This design comes from an exercise in tuning for small area, a short achievable clock period and few clock cycles per item on the open sky130 flow, not from production work.
The RTL was checked by simulation tests, not by an equivalence proof against the original design.
No activity file was given, so power comes from the tool's default toggle rates.

==> flow/design.v (outline; a module is shown in full before it is edited, if it fits) <==
// module eots_unit: 50 lines
// module eots_sq: 220 lines
// module eots_mul: 340 lines
// module eased_overlay_transition_sequencer_core: 401 lines
module eased_overlay_transition_sequencer_core (
   input  wire                       clock,
   input  wire                       reset,
   input  wire                       req_tvalid,
   output logic                      req_tready,
   input  wire  [15:0]               req_tdata,    
   input  wire  [6:0]                req_tuser,    
   output logic                      rsp_tvalid,
   input  wire                       rsp_tready,
   output logic [eots_pkg::RSP_W-1:0] rsp_tdata,
   input  wire                       csr_write_enable,
   input  wire  [1:0]                csr_index,
   input  wire  [16:0]               csr_wdata
);
  // ...
==> flow/run.sh <==
#!/bin/bash
# synth_recipe.tcl (not shown) runs the flow's synth.tcl, then flattens the netlist and writes it again
# the make line also repeats each setting of config.mk as NAME=value (left out here)
make -C /OpenROAD-flow-scripts/flow DESIGN_CONFIG=/design/flow/config.mk WORK_HOME=/design/flow/orfs CLKGATE_MAP_FILE= SYNTH_SCRIPT=/design/flow/synth_recipe.tcl finish
==> flow/config.mk <==
export PLATFORM = sky130hd
export DESIGN_NAME = eased_overlay_transition_sequencer_core
export DESIGN_NICKNAME = eased_overlay_transition_sequencer_core
export VERILOG_FILES = /design/flow/design.v
export SDC_FILE = /design/flow/constraint.sdc
export NUM_CORES = 4
export LEC_CHECK = 0
export CAP_MARGIN = 20
export CORE_MARGIN = 2
export CORE_UTILIZATION = 40
export PLACE_DENSITY = 0.6
export SETUP_SLACK_MARGIN = 5
export SLEW_MARGIN = 20
==> flow/constraint.sdc <==
create_clock -name core_clock -period 8.0 [get_ports {clock}]
set_input_delay 1.6000 -clock core_clock [delete_from_list [all_inputs] [get_ports {clock}]]
set_output_delay 1.6000 -clock core_clock [all_outputs]
set_load 0.01 [all_outputs]
==> results.txt, run 1 <==
Outcome
The run finished with no timing, DRC or antenna violations.

Timing
Setup total negative slack on the finished layout was measured at 0 ps. Across all hold checks on the routed design, the worst slack comes to 418.6 ps. After layout, the worst path uses 61.19% of the clock period.

Route
The post-detailed-routing wire length is 80730 µm. The met2 wire length is 38870 µm. In the final routed layout, each cell accounts on average for 17.87 µm.

Layout
The library cell used most frequently in the layout, excluding fill and tap cells, is sky130_fd_sc_hd__nand2_1. The area of all sequential standard cells is 10820 µm². The number of flip-flops under the largest register name is 24. The register with the most flip-flops in the final layout is dl_ff. The number of filler cells placed in the layout is 6778. The largest contributor to cell area by class is multi-input combinational cells. The total non-filler cell area in the finished layout is 39610 µm². Non-clock inverters in the final layout number 308.

The share of final layout cell area taken by clock buffers and inverters is 4.113%. The multi-input combinational cells in the finished layout cover a total of 20920 µm².

Worst hold path
The source of the worst hold timing path is nege2_ff.

Critical path
The critical path class is reg2reg. The cell type of the slowest stage on the worst timing path is sky130_fd_sc_hd__fa_1. The setup check on the worst reg-to-reg path leaves a slack of 3100 ps.

Floorplan
Once the floorplan was initialized, standard cells occupied 40.52% of the core. Measured along the x axis, the die boundary spans 281.6 µm. Pin placement for this block handled 137 I/O pins.

Clocking
TritonCTS built the clock tree. Clock-pin slew was measured on the worst setup and hold paths at 60 ps. The clock net sink count is 418.

Logic synthesis
The synthesized area divided by synthesized cell count is 9.839 µm². The most frequent cell after synthesis is sky130_fd_sc_hd__nand2_1. The synthesized design contains 418 register bits.

GRT
The first global-routing pass estimated 126600 µm of wire. Entering global routing, the biggest net connects 93 pins. The number of global-route vias before repair was 23210.

Placement
Timing analysis after detailed placement gives a worst setup slack of 2614 ps. The total placed cells including tap cells is 4181. Once placement finished, the instance area stood at 33770 µm².

Power and ir drop
The peak ir drop on the vdd network is 0.4772 mV. The clock network fraction of design power is 17.0%.
Testbench counts, summed over its fixed seeds: cycles 7,492, items 7,142.
==> run 2, diff against run 1 <==
--- a/flow/config.mk
+++ b/flow/config.mk
@@ -8,6 +8,7 @@
 export CAP_MARGIN = 20
 export CORE_MARGIN = 2
 export CORE_UTILIZATION = 40
+export CTS_BUF_LIST = sky130_fd_sc_hd__clkbuf_4
 export PLACE_DENSITY = 0.6
-export SETUP_SLACK_MARGIN = 5
+export SETUP_SLACK_MARGIN = 3.5
 export SLEW_MARGIN = 20
==> run 2 against run 1 <==
Net effect: still clean; cell area fell by 7.2%; clock-buffer cell count rose by 95; clock power fell by 12%; combinational power fell by 21%; sequential power barely moved; non-clock buffer count fell by 107; critical path type unchanged; largest cell class unchanged; highest routed layer unchanged.
==> results.txt, run 2 <==
GRT
The largest net degree at the start of global routing is 104 (was 93). The number of antenna violations at the first check in global routing is 1 (unchanged). The number of global-route vias before repair is 22540 (was 23210). The overall fraction of global-route tracks in use is 19.23% (was 20.11%). The global-route wire length before repair is 120500 µm (was 126600 µm). The remaining global-route overflow is 0 (unchanged).

Logic synthesis
The number of flops mapped to enable cells by yosys was 243 (unchanged). Area contributors post-synth: sky130_fd_sc_hd__edfxtp_1 (24%), sky130_fd_sc_hd__fa_1 (15%), sky130_fd_sc_hd__dfxtp_1 (11%) (unchanged). The async set-reset flop share out of synthesis is 0% (unchanged). Leading post-synthesis cells by instance count: sky130_fd_sc_hd__nand2_1 (312), sky130_fd_sc_hd__inv_1 (306), sky130_fd_sc_hd__and2_1 (251) (unchanged). The area fraction of the dominant cell type after synthesis is 23.67% (unchanged). The gate count of the mapped netlist was 3133 (unchanged). The count of warnings emitted by yosys was 3 (unchanged).

The cell accounting for the most synthesized area is sky130_fd_sc_hd__edfxtp_1 (unchanged). The most frequent cell after synthesis was sky130_fd_sc_hd__nand2_1 (unchanged). The net count of the mapped netlist was 3613 (unchanged). The top flip-flop cell by instance count after synthesis is sky130_fd_sc_hd__edfxtp_1 (unchanged).

The number of library cell types mapped by synthesis is 82 (unchanged). The post-synthesis sequential area ratio is 35.04% (unchanged). The flip-flop and latch count after synthesis is 418 (unchanged). The synthesized cell area is 30820 µm² (unchanged). The synthesized area divided by synthesized cell count is 9.839 µm² (unchanged).

Floorplan
The site row count was 101 (unchanged). The chip width is 281.6 µm (unchanged). The core outline area was 76080 µm² (unchanged). The overall die area is 79300 µm² (unchanged).

The number of primary I/O pins came to 137 (unchanged). The y dimension of the die was 281.6 µm (unchanged). The effective utilization at floorplan is 40.52% (unchanged).

Critical path
The element type at the critical path start is a flop (unchanged). The most numerous cell on the critical path is sky130_fd_sc_hd__fa_1 (unchanged). The critical path endpoint category is a flop (unchanged). Crit-path cells: buf_4, xor2_4, buf_4, and2_1, fa_1, fa_1, inv_1, fa_1, inv_1, fa_1, inv_1, fa_1, inv_1, ha_1, xor2_1, nor2_1 (was buf_12, buf_12, xor2_4, nand2_2, fa_1, inv_2, fa_2, fa_1, inv_1, fa_1, fa_1, inv_1, ha_2, fa_2, a21o_1, a21o_1). The critical path data arrival time is 5460 ps (was 5250 ps). The cell type of the slowest stage on the worst timing path is sky130_fd_sc_hd__fa_1 (unchanged). The delay of the slowest cell on the worst path is 580 ps (was 590 ps). The highest fanout seen on the critical path was 6 (was 8).

The critical path class was reg2reg (unchanged). The critical path data required time is 8620 ps (was 8360 ps).

Timing
The shortest clock period the worst path allows after layout is 4839 ps (was 4895 ps). Unrepaired setup endpoints after global routing: yes (unchanged). The total negative slack for setup checks is 0 ps (unchanged).

The maximum frequency from static timing analysis is 0.2066 GHz (was 0.2043 GHz). The share of the clock period used by the worst path is 60.49% (was 61.19%). The number of max-slew violations in the final report came to 0 (unchanged). The hold violation total from the final report is 0 (unchanged). The worst slew slack as a fraction of its limit is 29.81% (was 35.04%). The post-route worst hold slack is 392.9 ps (was 418.6 ps). The actual slew at the worst max-slew pin came to 1053 ps (was 974.4 ps). The final clock skew came to 88.06 ps (was 19.34 ps).

The final-report setup violation count is 0 (unchanged).

Route
The number of vias per cell came to 5.069 (was 5.168). The number of routed nets with antenna violations is 0 (unchanged). The first-pass detailed-route iteration total is 5 (unchanged). The DRC violations left was 0 (unchanged).

The initial detailed-routing violation count was 1263 (was 1329). The via count is 22960 (was 23350). The routed wirelength normalized by instance count is 16.93 µm (was 17.87 µm). The post-detailed-routing wire length is 76690 µm (was 80730 µm).

Power and ir drop
The combinational power share is 55.2% (was 59.5%). The clock network fraction of design power is 17.5% (was 17.0%). The internal power summed over all cells came to 0.006652 W (was 0.007936 W).

The net switching power figure came to 0.004723 W (was 0.005376 W). The total leakage power was 15.56 nW (was 16.80 nW). The switching power as a share of total power is 41.52% (was 40.38%). The peak ir drop on the vdd network is 0.3668 mV (was 0.4772 mV).

The total power after layout is 0.01137 W (was 0.01331 W). The share of total power in sequential cells is 27.3% (was 23.4%). The power per cell area is 309.5 nW/µm² (was 336.1 nW/µm²).

Layout
The total non-filler cell area in the finished layout is 36750 µm² (was 39610 µm²). The most common cell after layout, fill and taps aside is sky130_fd_sc_hd__nand2_1 (unchanged). The top register by number of flip-flops is dl_ff (unchanged). The number of filler cells placed in the layout came to 7301 (was 6778). The fraction of final layout cells sized beyond drive strength 1 was 16.32% (was 23.25%). The relative area change from synthesis to final layout was 19.24% (was 28.49%). The number of nets in the layout came to 3884 (was 3930). Most frequent cells in the layout: sky130_fd_sc_hd__nand2_1 (302), sky130_fd_sc_hd__inv_1 (290), sky130_fd_sc_hd__edfxtp_1 (243) (was sky130_fd_sc_hd__nand2_1 (292), sky130_fd_sc_hd__inv_1 (273), sky130_fd_sc_hd__edfxtp_1 (243)). The number of flip-flops under the largest register name is 24 (unchanged).

Placement
The routability-driven placement congestion ratio is 0.8674 (was 0.8492). The post-placement cell area is 33340 µm² (was 33770 µm²). The placed wire-length estimate was 54510 µm (was 53420 µm). The count of buffers from port buffering was 136 (unchanged).

Outcome
Outcome: complete, no violations (unchanged).

Clocking
The clock input transition at the sequential cells of the worst setup and hold paths was 70 ps (was 60 ps). The TritonCTS clock tree is done (unchanged). The total clock buffers created by CTS was 114 (was 48). The root buffer cell is sky130_fd_sc_hd__clkbuf_4 (was sky130_fd_sc_hd__clkbuf_16). The clock net sink count is 418 (unchanged).

The later-pin clock latency in the skew report is 900 ps (was 610 ps). The total number of H-tree levels was 3 (was 2). The maximum number of buffers from clock root to sink is 3 (unchanged).

Worst hold path
The worst min-delay path category is reg2reg (unchanged).

Job
The number of max-cap violations is 0 (unchanged).
run 2: power groups by stage:
stage	registers (W)	clock network, W	logic (W)
final	0.00311	0.00199	0.00628
after global routing	0.00314	0.00217	0.00707
after floorplan	0.00300	0	0.00443
after detailed placement	0.00315	0	0.00566
after global placement	0.00314	0	0.00561
after CTS	0.00310	0.00205	0.00600
run 2: layout make-up:
class,instances,area (µm²),share of cell area [%]
Antenna cell,2,5.005,0.01362
Timing Repair Buffer,295,2638,7.176
Tap cell,1030,1289,3.506
Sequential cell,418,10800,29.39
Inverter,306,1154,3.139
Clock buffer,167,1254,3.411
Clock inverter,43,252.7,0.6877
Multi-Input combinational cell,2269,19360,52.68
run 2: layer usage:
metal  routed length [µm]  up-vias  track usage [%]
li1                     -    11170                -
met1                35510    11190            26.12
met2                35940      483            31.46
met3                 3390      114            3.049
met4                 1844        0            6.151
met5                    0        -                0
run 2: path summary, 6_finish.rpt:
kind,cells after the start,end,slack [ps],start
max reg2reg,16,pp3_ff[3],3160,negf2_ff
min reg2reg,0,nege3_ff,390,nege2_ff
max,16,pp3_ff[3],3160,negf2_ff
min,0,nege3_ff,390,nege2_ff
run 2: what timing repair did:
item                                   in CTS  in global routing
cloned                                      3                  1
pin swaps                                  36                 42
setup endpoints to repair                  59                 77
resized for setup                          89                 82
setup buffers                              68                 61
endpoints found under the hold margin       0                  0
hold buffers                                0                  0
run 2: critical path: cells and delay by family, from the launching register on:
family,cells,cell delay (ps)
xor gates and xnor gates,2,360
adders and majority gates,6,2940
buffers and inverters,6,650
and+or+nand+nor,2,230
DFF,1,430
run 2: per-stage QoR:
step / setup slack, ps / util (%) / std cells
floorplan: 3306 / - / 3133
global placement: 2298 / 43.82 / 4185
detailed placement: 2231 / 43.82 / 4185
CTS: 3132 / 47.20 / 4466
global route: 2990 / 48.31 / 4530
finish: 3161 / 48.31 / 4530
run 2: cell families (layout without fill, tap and decap cells):
kind of cell	count (synthesis)	in the layout	synth area share, %
multiplexers	90	90	3.154
flip-flops	418	418	35.04
XOR/XNOR	176	178	5.050
AND/OR/NAND/NOR	1073	1073	17.54
AO/OA/AOI/OAI	495	495	10.31
other	0	2	0
adder cells (fa/ha/maj)	433	433	23.27
buffers and inverters	448	811	5.630
==> run 3, diff against run 2 <==
--- a/flow/config.mk
+++ b/flow/config.mk
@@ -10,5 +10,5 @@
 export CORE_UTILIZATION = 40
 export CTS_BUF_LIST = sky130_fd_sc_hd__clkbuf_4
 export PLACE_DENSITY = 0.6
-export SETUP_SLACK_MARGIN = 3.5
+export SETUP_SLACK_MARGIN = 2.8
 export SLEW_MARGIN = 20
==> run 3 against run 2 <==
Net effect: synthesized cell count is the same; utilization decreased by 1.6 points; register-to-register slack got worse by 230 ps; largest power group unchanged; sequential cell count did not move; sequential power barely moved; power is 4.1% lower; via count decreased by 1.8%; die area unchanged; area after synthesis did not move; sequential share of layout area increased by 1.0 points.
==> results.txt, run 3 <==
Timing
The hold violation total from the final report is 0 (unchanged). The number of max-slew violations in the final report is 0 (unchanged). The final clock skew is 103.2 ps (was 88.06 ps). The final-report setup violation count is 0 (unchanged). The total negative slack for setup checks is 0 ps (unchanged). Unrepaired setup endpoints after global routing: yes (unchanged). The maximum frequency from static timing analysis is 0.1974 GHz (was 0.2066 GHz).

The worst slew slack as a fraction of its limit came to 26.06% (was 29.81%). The shortest clock period the worst path allows after layout was 5067 ps (was 4839 ps). The actual slew at the worst max-slew pin was 1101 ps (was 1053 ps).

The share of the clock period used by the worst path was 63.34% (was 60.49%).

Layout
Most frequent cells in the layout: sky130_fd_sc_hd__nand2_1 (312), sky130_fd_sc_hd__inv_1 (304), sky130_fd_sc_hd__and2_1 (249) (was sky130_fd_sc_hd__nand2_1 (302), sky130_fd_sc_hd__inv_1 (290), sky130_fd_sc_hd__edfxtp_1 (243)). The final design utilization is 46.67% (was 48.31%). The area of all sequential standard cells came to 10800 µm² (unchanged).

The top register by number of flip-flops is dl_ff (unchanged). The fraction of final layout cells sized beyond drive strength 1 is 11.23% (was 16.32%). The area used by multi-input combinational logic is 18680 µm² (was 19360 µm²). The number of flip-flops under the largest register name is 24 (unchanged). The number of filler cells placed in the layout is 7303 (was 7301).

The most common cell after layout, fill and taps aside is sky130_fd_sc_hd__nand2_1 (unchanged). The relative area change from synthesis to final layout is 15.17% (was 19.24%). The number of nets in the layout is 3803 (was 3884). The total non-filler cell area in the finished layout is 35500 µm² (was 36750 µm²).

Floorplan
The overall die area is 79300 µm² (unchanged). The core outline area is 76080 µm² (unchanged). The number of primary I/O pins was 137 (unchanged). The y dimension of the die is 281.6 µm (unchanged). The chip width is 281.6 µm (unchanged). The effective utilization at floorplan is 40.52% (unchanged). The site row count is 101 (unchanged).

Logic synthesis
The post-synthesis sequential area ratio is 35.04% (unchanged). The count of warnings emitted by yosys is 3 (unchanged). The net count of the mapped netlist is 3613 (unchanged). The synthesized area divided by synthesized cell count is 9.839 µm² (unchanged). The flip-flop and latch count after synthesis was 418 (unchanged).

The number of flops mapped to enable cells by yosys is 243 (unchanged). The most frequent cell after synthesis is sky130_fd_sc_hd__nand2_1 (unchanged). The cell accounting for the most synthesized area was sky130_fd_sc_hd__edfxtp_1 (unchanged). The number of library cell types mapped by synthesis came to 82 (unchanged). The gate count of the mapped netlist is 3133 (unchanged). The top flip-flop cell by instance count after synthesis is sky130_fd_sc_hd__edfxtp_1 (unchanged). The area fraction of the dominant cell type after synthesis is 23.67% (unchanged). The synthesized cell area is 30820 µm² (unchanged).

Leading post-synthesis cells by instance count: sky130_fd_sc_hd__nand2_1 (312), sky130_fd_sc_hd__inv_1 (306), sky130_fd_sc_hd__and2_1 (251) (unchanged). Area contributors post-synth: sky130_fd_sc_hd__edfxtp_1 (24%), sky130_fd_sc_hd__fa_1 (15%), sky130_fd_sc_hd__dfxtp_1 (11%) (unchanged). The async set-reset flop share out of synthesis is 0% (unchanged).

Critical path
The buffers plus inverters on the worst setup path is 5 (was 6). The worst-case reg-to-reg path depth is 17 (was 16). The family of cells with the greatest summed delay on the critical path is adder cells (unchanged). The critical path class is reg2reg (unchanged). The depth of the critical timing path with buffers and inverters included is 17 (was 16). The critical path endpoint category is a flop (unchanged). Crit-path cells: clkbuf_16, buf_4, xor2_4, buf_4, and2_1, fa_1, inv_1, fa_1, fa_1, inv_1, fa_1, fa_2, ha_1, a21o_1, a21oi_2, xor2_1, nor2_1 (was buf_4, xor2_4, buf_4, and2_1, fa_1, fa_1, inv_1, fa_1, inv_1, fa_1, inv_1, fa_1, inv_1, ha_1, xor2_1, nor2_1). The delay of the slowest cell on the worst path is 560 ps (was 580 ps). The critical path data arrival time came to 5710 ps (was 5460 ps). The most numerous cell on the critical path was sky130_fd_sc_hd__fa_1 (unchanged). The highest fanout seen on the critical path is 9 (was 6). The critical path data required time was 8650 ps (was 8620 ps).

The element type at the critical path start is a flop (unchanged). The cell type of the slowest stage on the worst timing path is sky130_fd_sc_hd__fa_1 (unchanged).

Route
The number of vias per cell is 5.068 (was 5.069). The DRC violations left was 0 (unchanged). The initial detailed-routing violation count is 1390 (was 1263). The via count is 22560 (was 22960). The first-pass detailed-route iteration total was 5 (unchanged). The post-detailed-routing wire length was 75340 µm (was 76690 µm).

The routed wirelength normalized by instance count is 16.93 µm (about the same). The number of routed nets with antenna violations is 0 (unchanged).

GRT
The number of global-route vias before repair is 22510 (was 22540). The global-route wire length before repair is 121000 µm (was 120500 µm). The largest net degree at the start of global routing is 98 (was 104).

The number of antenna violations at the first check in global routing was 3 (was 1). The remaining global-route overflow is 0 (unchanged). The overall fraction of global-route tracks in use is 19.25% (was 19.23%).

Clocking
The later-pin clock latency in the skew report is 920 ps (was 900 ps). The clock input transition at the sequential cells of the worst setup and hold paths is 60 ps (was 70 ps). The total clock buffers created by CTS is 114 (unchanged). The total number of H-tree levels is 3 (unchanged).

The root buffer cell is sky130_fd_sc_hd__clkbuf_4 (unchanged). The number of buffers inserted for hold repair after clock tree synthesis is 0 (unchanged). The clock net sink count came to 418 (unchanged). The TritonCTS clock tree is done (unchanged). The maximum number of buffers from clock root to sink was 3 (unchanged).

Power and ir drop
The peak ir drop on the vdd network was 0.5820 mV (was 0.3668 mV). The total leakage power came to 15.11 nW (was 15.56 nW). The power per cell area is 307.3 nW/µm² (was 309.5 nW/µm²).

Placement
The post-placement cell area was 33120 µm² (was 33340 µm²). The routability-driven placement congestion ratio came to 0.8810 (was 0.8674). The placed wire-length estimate came to 54760 µm (was 54510 µm). The count of buffers from port buffering is 136 (unchanged).

Worst hold path
The instance count along the most critical hold path is 0 (unchanged). The worst min-delay path category is reg2reg (unchanged).

Job
The number of max-cap violations came to 0 (unchanged).

Outcome
Outcome: complete, no violations (unchanged).
==> run 3: cell counts after synthesis <==
No cell type changed its count.
==> run 3: final cells by class <==
class | instances | area share (%)
Antenna cell | 3 | 0.02115
Inverter | 306 | 3.249
Multi-Input combinational cell | 2267 | 52.63
Sequential cell | 418 | 30.42
Clock buffer | 167 | 3.531
Tap cell | 1030 | 3.630
Timing Repair Buffer | 216 | 5.706
Clock inverter | 44 | 0.8141
==> run 3: repair_timing <==
action / CTS / global route
gates resized for setup: 28 / 18
pin swaps: 2 / 15
gates cloned: 0 / 1
setup endpoints to repair: 30 / 30
buffers inserted: 30 / 25
==> run 3: per-layer routing <==
metal / track usage, % / vias to the layer above / part of all wire [%]
met5: 0 / - / 0.017
met4: 6.069 / 2 / 2.3
met3: 4.516 / 116 / 5.8
met2: 30.23 / 496 / 45
met1: 26.30 / 10920 / 46
li1: - / 11030 / -
==> run 3: final timing paths <==
| kind | end | slack [ps] | start |
|---|---|---|---|
| max | pp3_ff[3] | 2930 | negf2_ff |
| max reg2reg | pp3_ff[3] | 2930 | negf2_ff |
| min reg2reg | kind3_ff[0] | 420 | kind2_ff[0] |
| min | kind3_ff[0] | 420 | kind2_ff[0] |
==> run 3: worst reg2reg max path: cells and delay by family (launching register included) <==
| kind | cells | cell delay [ps] |
|---|---|---|
| AOI/OAI and AO/OA | 2 | 330 |
| xor gates and xnor gates | 2 | 350 |
| adders and majority gates | 6 | 2890 |
| buffers and inverters | 5 | 670 |
| DFF | 1 | 420 |
| and+or+nand+nor | 2 | 230 |
==> run 3: per-stage QoR <==
step	cells	total power, W	hold WS [ps]	setup slack (ps)
after floorplan	3133	0.007292	400.3	2805
after global placement	4181	0.008661	400.9	2368
after detailed placement	4181	0.008702	405.2	2288
after CTS	4422	0.01086	419.1	2790
after global routing	4451	0.01194	432.6	2744
final	4451	0.01091	415.1	2933
==> run 3: power breakdown <==
part | total (W) | switching (W) | internal [W]
logic | 0.00578 | 0.00327 | 0.00250
registers | 0.00311 | 0.000300 | 0.00281
clock network | 0.00203 | 0.000965 | 0.00106
total | 0.0109 | 0.00454 | 0.00637
==> run 3: logic make-up (layout without fill, tap and decap cells) <==
| group | after synthesis | count (layout) | share of synthesized area [%] |
|---|---|---|---|
| AOI/OAI and AO/OA | 495 | 495 | 10.31 |
| muxes | 90 | 90 | 3.154 |
| DFF | 418 | 418 | 35.04 |
| xor gates and xnor gates | 176 | 176 | 5.050 |
| buffers and inverters | 448 | 733 | 5.630 |
| other | 0 | 3 | 0 |
| and+or+nand+nor | 1073 | 1073 | 17.54 |
| adders and majority gates | 433 | 433 | 23.27 |
==> run 4, diff against run 3 <==
--- a/flow/config.mk
+++ b/flow/config.mk
@@ -8,7 +8,6 @@
 export CAP_MARGIN = 20
 export CORE_MARGIN = 2
 export CORE_UTILIZATION = 40
-export CTS_BUF_LIST = sky130_fd_sc_hd__clkbuf_4
 export PLACE_DENSITY = 0.6
-export SETUP_SLACK_MARGIN = 2.8
+export SETUP_SLACK_MARGIN = 3.5
 export SLEW_MARGIN = 20
==> run 4 against run 3 <==
Net effect: first-iteration DRC count grew 0.86%; global-route usage decreased by 0.15 points; largest cell class unchanged; utilization up 2.0 points; sequential cell count unchanged; cell count shrank 0.99%; via count decreased by 0.16%; clock-buffer cell count decreased by 110; largest power group unchanged; register-to-register slack improved by 240 ps; worst setup slack improved by 240 ps.
==> results.txt, run 4 <==
Outcome
Outcome: complete, no violations (unchanged).

Route
The first-pass detailed-route iteration total is 5 (unchanged). The initial detailed-routing violation count is 1402 (was 1390). The number of vias per cell is 5.110 (was 5.068). The DRC violations left is 0 (unchanged). The via count is 22520 (was 22560). The post-detailed-routing wire length is 76240 µm (was 75340 µm).

The detailed route wirelength on metal3 was 3324 µm (was 4407 µm). The highest metal layer used by the detailed router is met4 (was met5). The routed wirelength normalized by instance count was 17.30 µm (was 16.93 µm). The met2 wire length is 36070 µm (was 34160 µm).

The detailed-route wire length on metal 1 was 35260 µm (was 34990 µm). The number of routed nets with antenna violations is 0 (unchanged).

Logic synthesis
The net count of the mapped netlist is 3613 (unchanged). The synthesized area divided by synthesized cell count is 9.839 µm² (unchanged). The number of flops mapped to enable cells by yosys is 243 (unchanged). The most frequent cell after synthesis is sky130_fd_sc_hd__nand2_1 (unchanged).

The gate count of the mapped netlist was 3133 (unchanged). Leading post-synthesis cells by instance count: sky130_fd_sc_hd__nand2_1 (312), sky130_fd_sc_hd__inv_1 (306), sky130_fd_sc_hd__and2_1 (251) (unchanged). The post-synthesis sequential area ratio was 35.04% (unchanged).

Area contributors post-synth: sky130_fd_sc_hd__edfxtp_1 (24%), sky130_fd_sc_hd__fa_1 (15%), sky130_fd_sc_hd__dfxtp_1 (11%) (unchanged). The cell accounting for the most synthesized area is sky130_fd_sc_hd__edfxtp_1 (unchanged). The top flip-flop cell by instance count after synthesis was sky130_fd_sc_hd__edfxtp_1 (unchanged). The flip-flop and latch count after synthesis is 418 (unchanged). The synthesized cell area is 30820 µm² (unchanged). The count of warnings emitted by yosys is 3 (unchanged). The async set-reset flop share out of synthesis is 0% (unchanged).

The number of library cell types mapped by synthesis came to 82 (unchanged). The area fraction of the dominant cell type after synthesis is 23.67% (unchanged).

Timing
The shortest clock period the worst path allows after layout is 4824 ps (was 5067 ps). The worst slew slack as a fraction of its limit was 28.48% (was 26.06%). The final-report setup violation count is 0 (unchanged). The final clock skew is 26.25 ps (was 103.2 ps). The total negative slack for setup checks is 0 ps (unchanged). The share of the clock period used by the worst path is 60.30% (was 63.34%). The actual slew at the worst max-slew pin was 1065 ps (was 1101 ps).

Unrepaired setup endpoints after global routing: yes (unchanged). The maximum frequency from static timing analysis is 0.2073 GHz (was 0.1974 GHz). The number of max-slew violations in the final report is 0 (unchanged). The hold violation total from the final report came to 0 (unchanged).

Layout
The top register by number of flip-flops is dl_ff (unchanged). The most common cell after layout, fill and taps aside is sky130_fd_sc_hd__nand2_1 (unchanged). The fraction of final layout cells sized beyond drive strength 1 is 14.01% (was 11.23%). The number of flip-flops under the largest register name was 24 (unchanged). The final antenna diode count was 0 (was 3). Most frequent cells in the layout: sky130_fd_sc_hd__nand2_1 (301), sky130_fd_sc_hd__inv_1 (287), sky130_fd_sc_hd__edfxtp_1 (243) (was sky130_fd_sc_hd__nand2_1 (312), sky130_fd_sc_hd__inv_1 (304), sky130_fd_sc_hd__and2_1 (249)). The total non-filler cell area in the finished layout is 37030 µm² (was 35500 µm²). The number of nets in the layout was 3819 (was 3803).

The relative area change from synthesis to final layout is 20.12% (was 15.17%).

Placement
The routability-driven placement congestion ratio came to 0.8674 (was 0.8810). The count of buffers from port buffering is 136 (unchanged). The post-placement cell area was 33340 µm² (was 33120 µm²).

The placed wire-length estimate came to 54510 µm (was 54760 µm).

Clocking
The maximum number of buffers from clock root to sink came to 3 (unchanged). The later-pin clock latency in the skew report came to 610 ps (was 920 ps). The clock input transition at the sequential cells of the worst setup and hold paths was 60 ps (about the same). The root buffer cell is sky130_fd_sc_hd__clkbuf_16 (was sky130_fd_sc_hd__clkbuf_4). The total clock buffers created by CTS came to 47 (was 114). The TritonCTS clock tree is done (unchanged). The clock net sink count was 418 (unchanged).

The number of buffers inserted for hold repair after clock tree synthesis is 0 (unchanged). The total number of H-tree levels was 2 (was 3).

Critical path
The most numerous cell on the critical path is sky130_fd_sc_hd__fa_1 (unchanged). The delay of the slowest cell on the worst path was 530 ps (was 560 ps). The origin of the critical flop-to-flop path is negf2_ff (unchanged). The cell type of the slowest stage on the worst timing path is sky130_fd_sc_hd__fa_1 (unchanged). Crit-path cells: buf_12, buf_12, xor2_4, and2_4, fa_1, inv_1, fa_1, fa_1, inv_1, fa_1, fa_1, ha_1, a21o_1, a21oi_2, xor2_1, nor2_1 (was clkbuf_16, buf_4, xor2_4, buf_4, and2_1, fa_1, inv_1, fa_1, fa_1, inv_1, fa_1, fa_2, ha_1, a21o_1, a21oi_2, xor2_1, nor2_1). The worst-case reg-to-reg path depth was 16 (was 17). The critical path class is reg2reg (unchanged). The critical path endpoint category is a flop (unchanged). The critical path data arrival time is 5190 ps (was 5710 ps). The element type at the critical path start is a flop (unchanged). The critical path data required time is 8360 ps (was 8650 ps). The setup slack of the most critical reg-to-reg path is 3180 ps (was 2930 ps). The highest fanout seen on the critical path came to 9 (unchanged). The end of the worst register-to-register path is pp3_ff[3] (unchanged).

Power and ir drop
The total leakage power came to 15.51 nW (was 15.11 nW). The peak ir drop on the vdd network is 0.3766 mV (was 0.5820 mV). The power per cell area came to 319.8 nW/µm² (was 307.3 nW/µm²).

Worst hold path
The source of the worst hold timing path is nege2_ff (was kind2_ff[0]). The endpoint with the worst hold slack was nege3_ff (was kind3_ff[0]). The instance count along the most critical hold path is 0 (unchanged). The worst min-delay path category is reg2reg (unchanged).

GRT
The number of antenna violations at the first check in global routing is 0 (was 3). The global-route wire length before repair is 120000 µm (was 121000 µm). The number of global-route vias before repair is 22030 (was 22510). The remaining global-route overflow is 0 (unchanged). The largest net degree at the start of global routing is 104 (was 98). The overall fraction of global-route tracks in use is 19.11% (was 19.25%).

Floorplan
The number of primary I/O pins was 137 (unchanged). The effective utilization at floorplan is 40.52% (unchanged). The chip width is 281.6 µm (unchanged).

The site row count was 101 (unchanged). The core outline area is 76080 µm² (unchanged). The y dimension of the die is 281.6 µm (unchanged). The overall die area is 79300 µm² (unchanged).

Job
The number of max-cap violations was 0 (unchanged).
run 4: power breakdown:
| part | internal [W] | total (W) | switching [W] |
|---|---|---|---|
| sequential | 0.00281 | 0.00311 | 0.000302 |
| combinational | 0.00288 | 0.00635 | 0.00347 |
| clock | 0.00141 | 0.00239 | 0.000972 |
run 4: cell type report:
class                      instances  area (µm²)
inverter                         306        1160
sequential                       418       10800
timing repair buffer             297        2674
multi-input combinational       2269       19380
tap                             1030        1289
clock buffer                      57        1309
clock inverter                    30       419.2
fill                            7178       39050
run 4: cell families after synthesis:
group,count (synthesis),synth area share [%]
fa+ha+maj,433,23.27
xor+xnor,176,5.050
mux,90,3.154
compound gates,495,10.31
flops,418,35.04
buf+inv,448,5.630
simple gates,1073,17.54
run 4: repair_timing:
action | 4_1_cts | 5_1_grt
cloned | 3 | 1
resized for setup | 90 | 84
pin swaps | 35 | 41
setup endpoints to repair | 103 | 66
buffers inserted | 77 | 54
run 4: worst max-delay path: cells and delay by family, from the launching register on:
| family | cells | cell delay, ps |
|---|---|---|
| simple gates | 2 | 260 |
| flops | 1 | 430 |
| xor+xnor | 2 | 330 |
| buf+inv | 4 | 470 |
| fa+ha+maj | 6 | 2790 |
| compound gates | 2 | 300 |
run 4: worst max-delay path by stage:
stage,from,endpoint
finish,negf2_ff,pp3_ff[3]
global route,negf2_ff,pp3_ff[3]
CTS,negf2_ff,pg3_ff[3]
detailed placement,negf2_ff,pg3_ff[3]
global placement,negf2_ff,pg3_ff[3]
floorplan,negf2_ff,pg3_ff[3]
run 4: per-layer routing:
layer	up-vias	GRT usage, %
li1	10960	-
met1	11070	26.27
met2	394	31.69
met3	90	2.693
met4	0	4.896
met5	-	0
run 4: metrics by stage:
step                total power [W]  utilization [%]  hold slack [ps]  std cells  worst slack [ps]
finish                      0.01184            48.67            403.2       4407              3176
global route                0.01282            48.67            426.8       4407              2997
CTS                         0.01160            47.63            402.0       4352              3103
detailed placement         0.008810            43.82            406.6       4185              2231
global placement           0.008754            43.82            401.1       4185              2298
floorplan                  0.007425                -            400.3       3133              3306
==> module eased_overlay_transition_sequencer_core, before the edit <==
module eased_overlay_transition_sequencer_core (
   input  wire                       clock,
   input  wire                       reset,
   input  wire                       req_tvalid,
   output logic                      req_tready,
   input  wire  [15:0]               req_tdata,    
   input  wire  [6:0]                req_tuser,    
   output logic                      rsp_tvalid,
   input  wire                       rsp_tready,
   output logic [eots_pkg::RSP_W-1:0] rsp_tdata,
   input  wire                       csr_write_enable,
   input  wire  [1:0]                csr_index,
   input  wire  [16:0]               csr_wdata
);
   localparam int PW = eots_pkg::PW;
   localparam logic [PW-1:0] ONE = eots_pkg::ONE;
   localparam int DL = 8;
   localparam logic [2:0] T_TICK     = 3'd0;
   localparam logic [2:0] T_CLOSE    = 3'd1;
   localparam logic [2:0] T_OPEN     = 3'd2;
   localparam logic [2:0] T_COMPLETE = 3'd3;
   localparam logic [2:0] T_CANCEL   = 3'd4;
   localparam logic [2:0] T_NOP      = 3'd5;
   localparam logic [2:0] T_EMPTY    = 3'd7;
   localparam logic [2:0] U_KEEP     = 3'd0;    
   localparam logic [2:0] U_OPEN     = 3'd1;    
   localparam logic [2:0] U_CLOSE    = 3'd2;    
   localparam logic [2:0] U_CANCEL   = 3'd3;    
   localparam logic [2:0] U_COMPLETE = 3'd4;    
   localparam logic [2:0] U_TICK     = 3'd5;    
   localparam logic [2:0] U_LAST     = 3'd6;    
   localparam logic [2:0] U_EMPTY    = 3'd7;    
   logic [11:0] scr_w_ff, scr_h_ff;
   logic [16:0] acap_ff;                     
   logic        rsp_valid_ff;
   logic        adv;
   logic        req_fire;
   logic        req_start;
   logic        nxt_busy_ff;
   logic        rdy_ff;
   logic        skid_v_ff;
   logic [2:0]  skid_tok_ff;
   logic [15:0] skid_len_ff;
   logic [3:0]  skid_kind_ff;
   logic        div_free;
   logic        skid_start;
   logic        go_skid;
   logic        go_req;
   logic [2:0]  dl_ff [DL];
   logic [2:0]  req_tok;
   logic [15:0] div_len, div_quo, div_rem;
   logic [3:0]  nxt_kind_ff;
   logic [1:0]  phase_ff;
   logic [3:0]  kind_ff;
   logic [15:0] qinc_ff;      
   logic [15:0] rinc_ff;      
   logic [16:0] rdec_ff;      
   logic        imm_ff;       
   logic [14:0] qx_ff;        
   logic        qh_ff;        
   logic [15:0] q_cur;
   logic [16:0] e_ff;         
   logic [2:0]  u1_ff;
   logic        open1_ff;
   logic [2:0]  u2_ff;
   logic [3:0]  kind2_ff;
   logic [11:0] scr2_ff;      
   logic [15:0] y2_ff;        
   logic        nege2_ff;     
   logic        negf2_ff;     
   logic [2:0]  u3_ff;
   logic [3:0]  kind3_ff;
   logic [15:0] y3_ff;
   logic        nege3_ff;
   logic        negf3_ff;
   logic [10:0] pa3_ff;       
   logic [10:0] pb3_ff;
   logic [3:0]  pg3_ff;       
   logic [3:0]  pp3_ff;
   logic [1:0]  o_phase_ff;
   logic [16:0] o_prog_ff, o_alpha_ff;
   logic [12:0] o_x_ff, o_y_ff;
   logic [11:0] o_w_ff, o_h_ff;
   logic        o_done_ff;
   assign adv        = !rsp_valid_ff || rsp_tready;
   assign req_start  = (req_tuser[2:0] == eots_pkg::ACT_CLOSE) ||
                       (req_tuser[2:0] == eots_pkg::ACT_OPEN);
   assign req_tready = rdy_ff;
   assign req_fire   = req_tvalid && rdy_ff && !reset;
   always_comb begin
      unique case (req_tuser[2:0])
         eots_pkg::ACT_TICK:     req_tok = T_TICK;
         eots_pkg::ACT_CLOSE:    req_tok = T_CLOSE;
         eots_pkg::ACT_OPEN:     req_tok = T_OPEN;
         eots_pkg::ACT_COMPLETE: req_tok = T_COMPLETE;
         eots_pkg::ACT_CANCEL:   req_tok = T_CANCEL;
         default:                req_tok = T_NOP;
      endcase
   end
   always_ff @(posedge clock) begin
      if (reset) begin
         scr_w_ff <= eots_pkg::SCREEN_W_RST;
         scr_h_ff <= eots_pkg::SCREEN_H_RST;
         acap_ff  <= ONE;
      end else if (csr_write_enable) begin
         unique case (csr_index)
            eots_pkg::CSR_SCREEN_W:   scr_w_ff <= csr_wdata[11:0];
            eots_pkg::CSR_SCREEN_H:   scr_h_ff <= csr_wdata[11:0];
            eots_pkg::CSR_BASE_ALPHA: acap_ff  <= csr_wdata[16] ? ONE : csr_wdata;
            default: begin
            end
         endcase
      end
   end
   logic apply;
   assign div_free   = !nxt_busy_ff || apply;
   assign skid_start = (skid_tok_ff == T_OPEN) || (skid_tok_ff == T_CLOSE);
   assign go_skid    = skid_v_ff && adv && (!skid_start || div_free);
   assign go_req     = req_fire && adv && (!req_start || div_free);
   always_ff @(posedge clock) begin
      if (reset) begin
         for (int i = 0; i < DL; i++) dl_ff[i] <= T_EMPTY;
      end else if (adv) begin
         dl_ff[0] <= go_skid ? skid_tok_ff : (go_req ? req_tok : T_EMPTY);
         for (int i = 1; i < DL; i++) dl_ff[i] <= dl_ff[i-1];
      end
   end
   always_ff @(posedge clock) begin
      if (reset) begin
         skid_v_ff <= 1'b0;
         rdy_ff    <= 1'b1;
      end else begin
         if (skid_v_ff) begin
            skid_v_ff <= !go_skid;
            rdy_ff    <= go_skid;
         end else begin
            skid_v_ff <= req_fire && !go_req;
            rdy_ff    <= !(req_fire && !go_req);
         end
      end
   end
   always_ff @(posedge clock) begin
      if (!skid_v_ff) begin
         skid_tok_ff  <= req_tok;
         skid_len_ff  <= req_tdata;
         skid_kind_ff <= req_tuser[6:3];
      end
   end
   logic        div_start;
   logic [15:0] div_len_in;
   assign div_start  = (go_skid && skid_start) || (go_req && req_start);
   assign div_len_in = go_skid ? skid_len_ff : req_tdata;
   eots_unit u_unit (
      .clock (clock),
      .reset (reset),
      .start (div_start),
      .len   (div_len_in),
      .len_q (div_len),
      .quo   (div_quo),
      .rem   (div_rem)
   );
   always_ff @(posedge clock) begin
      if (div_start) nxt_kind_ff <= go_skid ? skid_kind_ff : req_tuser[6:3];
   end
   logic [2:0]  tok;
   logic        active;
   logic        c_step;
   logic [17:0] q_sum2;
   logic [16:0] q_sum;
   logic        tick_done;
   logic [16:0] rdec_new;
   assign tok       = dl_ff[DL-1];
   assign active    = (phase_ff == eots_pkg::PH_OPENING) || (phase_ff == eots_pkg::PH_CLOSING);
   assign c_step    = !e_ff[16];
   assign q_cur     = {qh_ff, qx_ff ^ {15{qh_ff}}};
   assign q_sum2    = {1'b0, q_cur, 1'b1} + {1'b0, qinc_ff, c_step};
   assign q_sum     = q_sum2[17:1];
   assign tick_done = imm_ff || q_sum[16];
   assign apply     = adv && ((tok == T_OPEN) || (tok == T_CLOSE));
   assign rdec_new  = {1'b0, div_rem} - {1'b0, div_len};
   always_ff @(posedge clock) begin
      if (reset) nxt_busy_ff <= 1'b0;
      else if (div_start) nxt_busy_ff <= 1'b1;
      else if (apply) nxt_busy_ff <= 1'b0;
   end
   always_ff @(posedge clock) begin
      if (reset) begin
         phase_ff <= eots_pkg::PH_IDLE;
         kind_ff  <= eots_pkg::KIND_FADE;
         u1_ff    <= U_EMPTY;
         open1_ff <= 1'b0;
      end else if (adv) begin
         open1_ff <= (phase_ff == eots_pkg::PH_OPENING);
         unique case (tok)
            T_TICK: begin
               if (!active) begin
                  u1_ff <= U_KEEP;
               end else if (tick_done) begin
                  u1_ff    <= U_LAST;
                  phase_ff <= eots_pkg::PH_COMPLETED;
               end else begin
                  u1_ff <= U_TICK;
               end
            end
            T_CLOSE: begin
               phase_ff <= eots_pkg::PH_CLOSING;
               kind_ff  <= nxt_kind_ff;
               u1_ff    <= U_CLOSE;
            end
            T_OPEN: begin
               phase_ff <= eots_pkg::PH_OPENING;
               kind_ff  <= nxt_kind_ff;
               u1_ff    <= U_OPEN;
            end
            T_COMPLETE: begin
               phase_ff <= eots_pkg::PH_COMPLETED;
               u1_ff    <= U_COMPLETE;
            end
            T_CANCEL: begin
               phase_ff <= eots_pkg::PH_IDLE;
               u1_ff    <= U_CANCEL;
            end
            T_NOP: begin
               u1_ff <= U_KEEP;
            end
            default: begin
               u1_ff <= U_EMPTY;
            end
         endcase
      end
   end
   always_ff @(posedge clock) begin
      if (adv) begin
         if (tok == T_OPEN || tok == T_CLOSE) begin
            qinc_ff <= div_quo;
            rinc_ff <= div_rem;
            rdec_ff <= rdec_new;
            imm_ff  <= (div_len[15:1] == 15'd0);
            qx_ff   <= 15'd0;
            qh_ff   <= 1'b0;
            e_ff    <= rdec_new;
         end else if (tok == T_TICK && active) begin
            qx_ff <= tick_done ? 15'd0 : (q_sum[14:0] ^ {15{q_sum[15]}});
            qh_ff <= q_sum[15] && !tick_done;
            e_ff <= e_ff + (c_step ? rdec_ff : {1'b0, rinc_ff});
         end
      end
   end
   logic        last1;
   logic [14:0] sq_x;
   logic        sq_hi;
   logic        nege;
   logic [15:0] sq_y;
   assign last1 = (u1_ff == U_LAST);
   assign sq_x  = qx_ff;
   assign sq_hi = qh_ff;
   assign nege  = qh_ff || last1;
   eots_sq u_sq (
      .x  (sq_x),
      .hi (sq_hi),
      .y  (sq_y)
   );
   always_ff @(posedge clock) begin
      if (reset) begin
         u2_ff <= U_EMPTY;
         u3_ff <= U_EMPTY;
      end else if (adv) begin
         u2_ff <= u1_ff;
         u3_ff <= u2_ff;
      end
   end
   always_ff @(posedge clock) begin
      if (adv) begin
         kind2_ff <= kind_ff;
         scr2_ff  <= ((kind_ff == eots_pkg::KIND_SLIDE_U) || (kind_ff == eots_pkg::KIND_SLIDE_D))
                     ? scr_h_ff : scr_w_ff;
         y2_ff    <= sq_y;
         nege2_ff <= nege;
         negf2_ff <= nege ^ open1_ff;
      end
   end
   logic [11:0] scr_s;
   logic [15:0] mul_t;
   logic [11:0] s_px;
   assign scr_s = scr2_ff;
   assign mul_t = y2_ff ^ {16{negf2_ff}};
   logic [26:0] mul_ra, mul_rb;
   logic [3:0]  mul_g, mul_p;
   eots_mul u_mul (
      .a   (scr_s),
      .t   (mul_t),
      .neg (negf2_ff),
      .ra  (mul_ra),
      .rb  (mul_rb)
   );
   always_comb begin
      for (int g = 0; g < 4; g++) begin
         logic [4:0] ns;
         ns       = {1'b0, mul_ra[4*g +: 4]} + {1'b0, mul_rb[4*g +: 4]};
         mul_g[g] = ns[4];
         mul_p[g] = (ns[3:0] == 4'hF);
      end
   end
   always_ff @(posedge clock) begin
      if (adv) begin
         kind3_ff <= kind2_ff;
         y3_ff    <= y2_ff;
         nege3_ff <= nege2_ff;
         negf3_ff <= negf2_ff;
         pa3_ff   <= mul_ra[26:16];
         pb3_ff   <= mul_rb[26:16];
         pg3_ff   <= mul_g;
         pp3_ff   <= mul_p;
      end
   end
   logic        c16;
   logic [11:0] s3;
   assign c16 = pg3_ff[3] || (pp3_ff[3] && (pg3_ff[2] || (pp3_ff[2] && (pg3_ff[1] ||
                (pp3_ff[1] && pg3_ff[0])))));
   assign s3  = 12'({1'b0, pa3_ff} + {1'b0, pb3_ff} + {11'd0, c16});
   logic [16:0] y_ext, y_cmp, eased, eff;
   logic        s_neg;
   logic [11:0] scr_s3;
   logic [12:0] diff;
   logic [13:0] diff2;
   logic        tick3;
   always_comb begin
      y_ext  = {1'b0, y3_ff};
      y_cmp  = ONE - y_ext;
      eased  = nege3_ff ? y_cmp : y_ext;
      eff    = negf3_ff ? y_cmp : y_ext;
      s_neg  = (kind3_ff == eots_pkg::KIND_SLIDE_L) || (kind3_ff == eots_pkg::KIND_SLIDE_U);
      scr_s3 = ((kind3_ff == eots_pkg::KIND_SLIDE_U) || (kind3_ff == eots_pkg::KIND_SLIDE_D))
               ? scr_h_ff : scr_w_ff;
      diff2  = {13'(s3) ^ {13{!s_neg}}, 1'b1} + {13'(scr_s3) ^ {13{s_neg}}, 1'b1};
      diff   = diff2[13:1];
      tick3  = (u3_ff == U_TICK) || (u3_ff == U_LAST);
   end
   always_ff @(posedge clock) begin
      if (reset) begin
         rsp_valid_ff <= 1'b0;
         o_phase_ff   <= eots_pkg::PH_IDLE;
         o_prog_ff    <= '0;
         o_alpha_ff   <= ONE;
         o_x_ff       <= 13'd0;
         o_y_ff       <= 13'd0;
         o_w_ff       <= eots_pkg::SCREEN_W_RST;
         o_h_ff       <= eots_pkg::SCREEN_H_RST;
         o_done_ff    <= 1'b0;
      end else if (adv) begin
         rsp_valid_ff <= (u3_ff != U_EMPTY);
         unique case (u3_ff)
            U_KEEP:     begin o_done_ff <= 1'b0; end
            U_OPEN:     begin o_done_ff <= 1'b0; o_phase_ff <= eots_pkg::PH_OPENING; end
            U_CLOSE:    begin o_done_ff <= 1'b0; o_phase_ff <= eots_pkg::PH_CLOSING; end
            U_CANCEL:   begin o_done_ff <= 1'b0; o_phase_ff <= eots_pkg::PH_IDLE; end
            U_COMPLETE: begin o_done_ff <= 1'b1; o_phase_ff <= eots_pkg::PH_COMPLETED; end
            U_TICK:     begin o_done_ff <= 1'b0; end
            U_LAST:     begin o_done_ff <= 1'b1; o_phase_ff <= eots_pkg::PH_COMPLETED; end
            default: begin
            end
         endcase
         unique case (u3_ff)
            U_OPEN, U_CLOSE, U_CANCEL: o_prog_ff <= '0;
            U_COMPLETE:                o_prog_ff <= ONE;
            U_TICK, U_LAST:            o_prog_ff <= eased;
            default: begin
            end
         endcase
         if (tick3) begin
            unique case (kind3_ff)
               eots_pkg::KIND_FADE, eots_pkg::KIND_CIRCLE_A, eots_pkg::KIND_CIRCLE_B: begin
                  o_alpha_ff <= eff;
               end
               eots_pkg::KIND_SLIDE_L, eots_pkg::KIND_SLIDE_R: begin
                  o_x_ff     <= diff;
                  o_y_ff     <= 13'd0;
                  o_alpha_ff <= acap_ff;
               end
               eots_pkg::KIND_SLIDE_U, eots_pkg::KIND_SLIDE_D: begin
                  o_x_ff     <= 13'd0;
                  o_y_ff     <= diff;
                  o_alpha_ff <= acap_ff;
               end
               eots_pkg::KIND_WIPE_L, eots_pkg::KIND_WIPE_R: begin
                  o_w_ff     <= s3;
                  o_h_ff     <= scr_h_ff;
                  o_x_ff     <= (kind3_ff == eots_pkg::KIND_WIPE_R) ? diff : 13'd0;
                  o_y_ff     <= 13'd0;
                  o_alpha_ff <= acap_ff;
               end
               default: begin
               end
            endcase
         end
      end
   end
   assign rsp_tvalid = rsp_valid_ff;
   assign rsp_tdata  = {o_done_ff, (o_phase_ff != eots_pkg::PH_IDLE), o_h_ff, o_w_ff,
                        o_y_ff, o_x_ff, o_alpha_ff, o_prog_ff, o_phase_ff};
endmodule
==> run 5, diff against run 4 <==
--- a/flow/design.v
+++ b/flow/design.v
@@ -702,15 +702,6 @@
    logic        req_fire;
    logic        req_start;
    logic        nxt_busy_ff;
-   logic        rdy_ff;
-   logic        skid_v_ff;
-   logic [2:0]  skid_tok_ff;
-   logic [15:0] skid_len_ff;
-   logic [3:0]  skid_kind_ff;
-   logic        div_free;
-   logic        skid_start;
-   logic        go_skid;
-   logic        go_req;
    logic [2:0]  dl_ff [DL];
    logic [2:0]  req_tok;
    logic [15:0] div_len, div_quo, div_rem;
@@ -750,8 +741,8 @@
    assign adv        = !rsp_valid_ff || rsp_tready;
    assign req_start  = (req_tuser[2:0] == eots_pkg::ACT_CLOSE) ||
                        (req_tuser[2:0] == eots_pkg::ACT_OPEN);
-   assign req_tready = rdy_ff;
-   assign req_fire   = req_tvalid && rdy_ff && !reset;
+   assign req_tready = adv && !(nxt_busy_ff && req_start);
+   assign req_fire   = req_tvalid && req_tready && !reset;
    always_comb begin
       unique case (req_tuser[2:0])
          eots_pkg::ACT_TICK:     req_tok = T_TICK;
@@ -777,55 +768,27 @@
          endcase
       end
    end
-   logic apply;
-   assign div_free   = !nxt_busy_ff || apply;
-   assign skid_start = (skid_tok_ff == T_OPEN) || (skid_tok_ff == T_CLOSE);
-   assign go_skid    = skid_v_ff && adv && (!skid_start || div_free);
-   assign go_req     = req_fire && adv && (!req_start || div_free);
    always_ff @(posedge clock) begin
       if (reset) begin
          for (int i = 0; i < DL; i++) dl_ff[i] <= T_EMPTY;
       end else if (adv) begin
-         dl_ff[0] <= go_skid ? skid_tok_ff : (go_req ? req_tok : T_EMPTY);
+         dl_ff[0] <= req_fire ? req_tok : T_EMPTY;
          for (int i = 1; i < DL; i++) dl_ff[i] <= dl_ff[i-1];
       end
    end
-   always_ff @(posedge clock) begin
-      if (reset) begin
-         skid_v_ff <= 1'b0;
-         rdy_ff    <= 1'b1;
-      end else begin
-         if (skid_v_ff) begin
-            skid_v_ff <= !go_skid;
-            rdy_ff    <= go_skid;
-         end else begin
-            skid_v_ff <= req_fire && !go_req;
-            rdy_ff    <= !(req_fire && !go_req);
-         end
-      end
-   end
-   always_ff @(posedge clock) begin
-      if (!skid_v_ff) begin
-         skid_tok_ff  <= req_tok;
-         skid_len_ff  <= req_tdata;
-         skid_kind_ff <= req_tuser[6:3];
-      end
-   end
-   logic        div_start;
-   logic [15:0] div_len_in;
-   assign div_start  = (go_skid && skid_start) || (go_req && req_start);
-   assign div_len_in = go_skid ? skid_len_ff : req_tdata;
+   logic div_start;
+   assign div_start = req_fire && req_start;
    eots_unit u_unit (
       .clock (clock),
       .reset (reset),
       .start (div_start),
-      .len   (div_len_in),
+      .len   (req_tdata),
       .len_q (div_len),
       .quo   (div_quo),
       .rem   (div_rem)
    );
    always_ff @(posedge clock) begin
-      if (div_start) nxt_kind_ff <= go_skid ? skid_kind_ff : req_tuser[6:3];
+      if (div_start) nxt_kind_ff <= req_tuser[6:3];
    end
    logic [2:0]  tok;
    logic        active;
@@ -833,6 +796,7 @@
    logic [17:0] q_sum2;
    logic [16:0] q_sum;
    logic        tick_done;
+   logic        apply;
    logic [16:0] rdec_new;
    assign tok       = dl_ff[DL-1];
    assign active    = (phase_ff == eots_pkg::PH_OPENING) || (phase_ff == eots_pkg::PH_CLOSING);
--- a/flow/config.mk
+++ b/flow/config.mk
@@ -8,6 +8,7 @@
 export CAP_MARGIN = 20
 export CORE_MARGIN = 2
 export CORE_UTILIZATION = 40
+export CTS_BUF_LIST = sky130_fd_sc_hd__clkbuf_4
 export PLACE_DENSITY = 0.6
 export SETUP_SLACK_MARGIN = 3.5
 export SLEW_MARGIN = 20
==> run 5 against run 4 <==
Net effect: via count grew 1.1%; power shrank 3.7%; combinational power grew 3.3%; worst setup slack lost 110 ps; largest power group unchanged; sequential share of layout area shrank 1.2 points; sequential cell count shrank 25; first-iteration DRC count shrank 6.8%; maximum frequency shrank 2.3%; critical path type unchanged; clock skew grew 35 ps; area after synthesis shrank 3.1%.
==> results.txt, run 5 <==
Timing
The hold violation total from the final report is 0 (unchanged). The total negative slack for setup checks was 0 ps (unchanged). The worst slew slack as a fraction of its limit came to 42.06% (was 28.48%). The number of max-slew violations in the final report is 0 (unchanged). The post-route worst hold slack is 417.3 ps (was 403.2 ps). The shortest clock period the worst path allows after layout is 4936 ps (was 4824 ps). The final-report setup violation count is 0 (unchanged). The actual slew at the worst max-slew pin is 869.1 ps (was 1065 ps).

Unrepaired setup endpoints after global routing: yes (unchanged). The share of the clock period used by the worst path is 61.70% (was 60.30%). The final clock skew is 61.69 ps (was 26.25 ps). The maximum frequency from static timing analysis is 0.2026 GHz (was 0.2073 GHz).

Job
The number of max-cap violations is 0 (unchanged).

Floorplan
The number of primary I/O pins is 137 (unchanged). The core outline area is 74200 µm² (was 76080 µm²). The site row count is 100 (was 101). The overall die area came to 76850 µm² (was 79300 µm²).

The y dimension of the die is 277.2 µm (was 281.6 µm). The chip width is 277.2 µm (was 281.6 µm). The effective utilization at floorplan is 40.24% (was 40.52%).

Clocking
The TritonCTS clock tree is done (unchanged). The clock net sink count is 393 (was 418). The maximum number of buffers from clock root to sink was 3 (unchanged). The clock input transition at the sequential cells of the worst setup and hold paths came to 70 ps (was 60 ps). The later-pin clock latency in the skew report was 880 ps (was 610 ps).

The root buffer cell was sky130_fd_sc_hd__clkbuf_4 (was sky130_fd_sc_hd__clkbuf_16). The total clock buffers created by CTS is 108 (was 47). The total number of H-tree levels is 3 (was 2).

Logic synthesis
The synthesized cell area is 29860 µm² (was 30820 µm²). The post-synthesis sequential area ratio is 33.72% (was 35.04%). The top flip-flop cell by instance count after synthesis is sky130_fd_sc_hd__edfxtp_1 (unchanged). The synthesized area divided by synthesized cell count is 9.688 µm² (was 9.839 µm²).

The flip-flop and latch count after synthesis is 393 (was 418). The net count of the mapped netlist is 3562 (was 3613). The most frequent cell after synthesis is sky130_fd_sc_hd__nand2_1 (unchanged). The gate count of the mapped netlist is 3082 (was 3133). The async set-reset flop share out of synthesis is 0% (unchanged). The number of flops mapped to enable cells by yosys came to 220 (was 243). Area contributors post-synth: sky130_fd_sc_hd__edfxtp_1 (22%), sky130_fd_sc_hd__fa_1 (16%), sky130_fd_sc_hd__dfxtp_1 (12%) (was sky130_fd_sc_hd__edfxtp_1 (24%), sky130_fd_sc_hd__fa_1 (15%), sky130_fd_sc_hd__dfxtp_1 (11%)).

The area fraction of the dominant cell type after synthesis came to 22.12% (was 23.67%). The number of library cell types mapped by synthesis is 83 (was 82). The count of warnings emitted by yosys is 3 (unchanged). Leading post-synthesis cells by instance count: sky130_fd_sc_hd__nand2_1 (337), sky130_fd_sc_hd__inv_1 (290), sky130_fd_sc_hd__and2_1 (255) (was sky130_fd_sc_hd__nand2_1 (312), sky130_fd_sc_hd__inv_1 (306), sky130_fd_sc_hd__and2_1 (251)).

The cell accounting for the most synthesized area is sky130_fd_sc_hd__edfxtp_1 (unchanged).

Critical path
The buffers plus inverters on the worst setup path is 2 (was 4). Crit-path cells: buf_6, and2_4, fa_1, fa_1, fa_1, fa_1, ha_4, nand4_1, or3_4, o32ai_4, buf_4, a31oi_4, o21bai_2, a21oi_1, xnor2_1 (was buf_12, buf_12, xor2_4, and2_4, fa_1, inv_1, fa_1, fa_1, inv_1, fa_1, fa_1, ha_1, a21o_1, a21oi_2, xor2_1, nor2_1). The setup slack of the most critical reg-to-reg path is 3060 ps (was 3180 ps).

The highest fanout seen on the critical path is 6 (was 9). The family of cells with the greatest summed delay on the critical path is adder cells (unchanged). The critical path class is reg2reg (unchanged). The origin of the critical flop-to-flop path was qx_ff[1] (was negf2_ff). The most numerous cell on the critical path is sky130_fd_sc_hd__fa_1 (unchanged). The cell type of the slowest stage on the worst timing path is sky130_fd_sc_hd__fa_1 (unchanged). The critical path data required time is 8610 ps (was 8360 ps). The startpoint of the worst setup timing path is qx_ff[1] (was negf2_ff).

The delay of the slowest cell on the worst path is 570 ps (was 530 ps). The critical path endpoint category was a flop (unchanged). The end of the worst register-to-register path is y2_ff[9] (was pp3_ff[3]). The worst-case reg-to-reg path depth is 15 (was 16). The element type at the critical path start was a flop (unchanged). The critical path data arrival time was 5540 ps (was 5190 ps).

GRT
The number of antenna violations at the first check in global routing was 2 (was 0). The remaining global-route overflow is 0 (unchanged). The global-route wire length before repair is 122600 µm (was 120000 µm).

The overall fraction of global-route tracks in use is 20.06% (was 19.11%). The largest net degree at the start of global routing was 66 (was 104). The number of global-route vias before repair is 22450 (was 22030).

Placement
The routability-driven placement congestion ratio came to 0.8524 (was 0.8674). The count of buffers from port buffering is 136 (unchanged). The placed wire-length estimate is 55230 µm (was 54510 µm).

Power and ir drop
The net switching power figure came to 0.004720 W (was 0.004745 W). The power per cell area is 316.1 nW/µm² (was 319.8 nW/µm²). The clock network fraction of design power is 16.6% (was 20.2%). The share of total power in sequential cells is 25.8% (was 26.3%). The switching power as a share of total power is 41.41% (was 40.07%).

The combinational power share is 57.5% (was 53.6%). The internal power summed over all cells is 0.006678 W (was 0.007097 W). The total leakage power was 15.26 nW (was 15.51 nW). The peak ir drop on the vdd network is 0.2552 mV (was 0.3766 mV).

Route
The initial detailed-routing violation count is 1306 (was 1402). The routed wirelength normalized by instance count came to 17.77 µm (was 17.30 µm). The number of vias per cell came to 5.158 (was 5.110).

The first-pass detailed-route iteration total is 5 (unchanged). The post-detailed-routing wire length is 78470 µm (was 76240 µm). The number of routed nets with antenna violations is 0 (unchanged).

The via count is 22780 (was 22520). The DRC violations left is 0 (unchanged).

Worst hold path
The endpoint with the worst hold slack is nege3_ff (unchanged). The source of the worst hold timing path is nege2_ff (unchanged). The instance count along the most critical hold path is 0 (unchanged). The worst min-delay path category is reg2reg (unchanged).

Outcome
Outcome: complete, no violations (unchanged).

Layout
Most frequent cells in the layout: sky130_fd_sc_hd__nand2_1 (327), sky130_fd_sc_hd__inv_1 (279), sky130_fd_sc_hd__and2_1 (239) (was sky130_fd_sc_hd__nand2_1 (301), sky130_fd_sc_hd__inv_1 (287), sky130_fd_sc_hd__edfxtp_1 (243)). The most common cell after layout, fill and taps aside is sky130_fd_sc_hd__nand2_1 (unchanged). The top register by number of flip-flops is dl_ff (unchanged). The number of flip-flops under the largest register name came to 24 (unchanged). The relative area change from synthesis to final layout is 20.74% (was 20.12%). The number of filler cells placed in the layout is 6951 (was 7178). The fraction of final layout cells sized beyond drive strength 1 came to 16.28% (was 14.01%). The number of nets in the layout came to 3833 (was 3819).
==> run 5: worst max-delay path by stage <==
| stage | end | cells past startpoint | slack (ps) |
|---|---|---|---|
| floorplan | pg3_ff[3] | 16 | 3280 |
| global placement | o_w_ff[8] | 8 | 2460 |
| detailed placement | o_w_ff[8] | 8 | 2430 |
| CTS | pg3_ff[3] | 15 | 3090 |
| global route | y2_ff[9] | 18 | 2890 |
| finish | y2_ff[9] | 15 | 3060 |
==> run 5: layer usage <==
| metal | global-route usage [%] | wire length [µm] |
|---|---|---|
| met5 | 0 | 13 |
| met1 | 27.53 | 36280 |
| met3 | 3.054 | 3604 |
| met4 | 6.076 | 1972 |
| met2 | 32.67 | 36590 |
==> run 5: layout make-up <==
class,count,area (µm²),area share (%)
multi-input combinational,2254,19270,53.45
sequential,393,10070,27.93
timing repair buffer,305,2949,8.180
clock buffer,162,1216,3.373
tap,969,1212,3.363
inverter,291,1095,3.037
clock inverter,41,237.7,0.6594
antenna,1,2.502,0.006941
==> run 5: per-stage QoR <==
stage / setup WS (ps) / total power (W) / util [%] / area (µm²) / instances
finish: 3064 / 0.01140 / 48.59 / 36050 / 4416
global route: 2892 / 0.01238 / 48.59 / 36050 / 4416
floorplan: 3281 / 0.007287 / - / 30310 / 3082
global placement: 2458 / 0.008580 / 43.62 / 32360 / 4066
detailed placement: 2429 / 0.008633 / 43.62 / 32360 / 4066
CTS: 3088 / 0.01119 / 47.52 / 35260 / 4368
==> run 5: kinds of logic after synthesis <==
family                     count (synthesis)  share of synthesized area [%]
buffers and inverters                    435                          5.531
xor gates and xnor gates                 176                          5.162
muxes                                     59                          2.145
and+or+nand+nor                         1073                          18.16
adders and majority gates                433                          24.03
AOI/OAI and AO/OA                        513                          11.26
DFF                                      393                          33.72
==> run 5: power groups by stage <==
stage	logic, W	registers (W)	clock network (W)
CTS	0.00629	0.00294	0.00196
global route	0.00735	0.00298	0.00206
floorplan	0.00446	0.00283	0
finish	0.00656	0.00295	0.00189
global placement	0.00560	0.00297	0
detailed placement	0.00566	0.00297	0
==> run 5: timing repair <==
action / CTS / global route
cloned: 3 / 2
resized for setup: 97 / 78
setup buffers: 96 / 45
hold endpoints to repair: 0 / 0
endpoints found under the setup margin: 52 / 121
hold buffers: 0 / 0
pin swaps: 49 / 68
Testbench counts of run 5, summed over its fixed seeds: cycles 7,504, items 7,142.

## static timing again, ports no longer ideal
Ports are ideal in the flow. The routed layouts listed here were re-timed in OpenROAD. Step 1 sets driving cells, clkbuf_16 on the clock port and buf_2 on the other inputs (assumed; they add their load-dependent delay and slew). Step 2, shift: input delay + t, output delay - t, t = (earliest + latest rising clock arrival at the registers) / 2. This alone moves slack from input paths to output paths. Slacks: ideal ports / drivers / drivers and shift; pairs: ideal ports / drivers.
run	t (ns)	setup slack, ns	latest minus earliest clock arrival (ns)	worst slew at a driven data input, ns
run 1	0.667	3.105 / 3.105 / 3.105	0.019 / 0.019	0.07
run 2	0.911	3.161 / 3.161 / 2.934	0.091 / 0.091	0.06
run 3	0.931	2.933 / 2.933 / 2.933	0.103 / 0.104	0.09
run 4	0.665	3.176 / 3.176 / 3.098	0.030 / 0.030	0.06
run 5	0.906	3.064 / 3.064 / 2.829	0.070 / 0.071	0.06
After both steps every run listed still meets setup and hold. For run 5, which loses most, drivers alone change the setup slack by 0.000 ns; drivers and shift together by -0.235 ns.
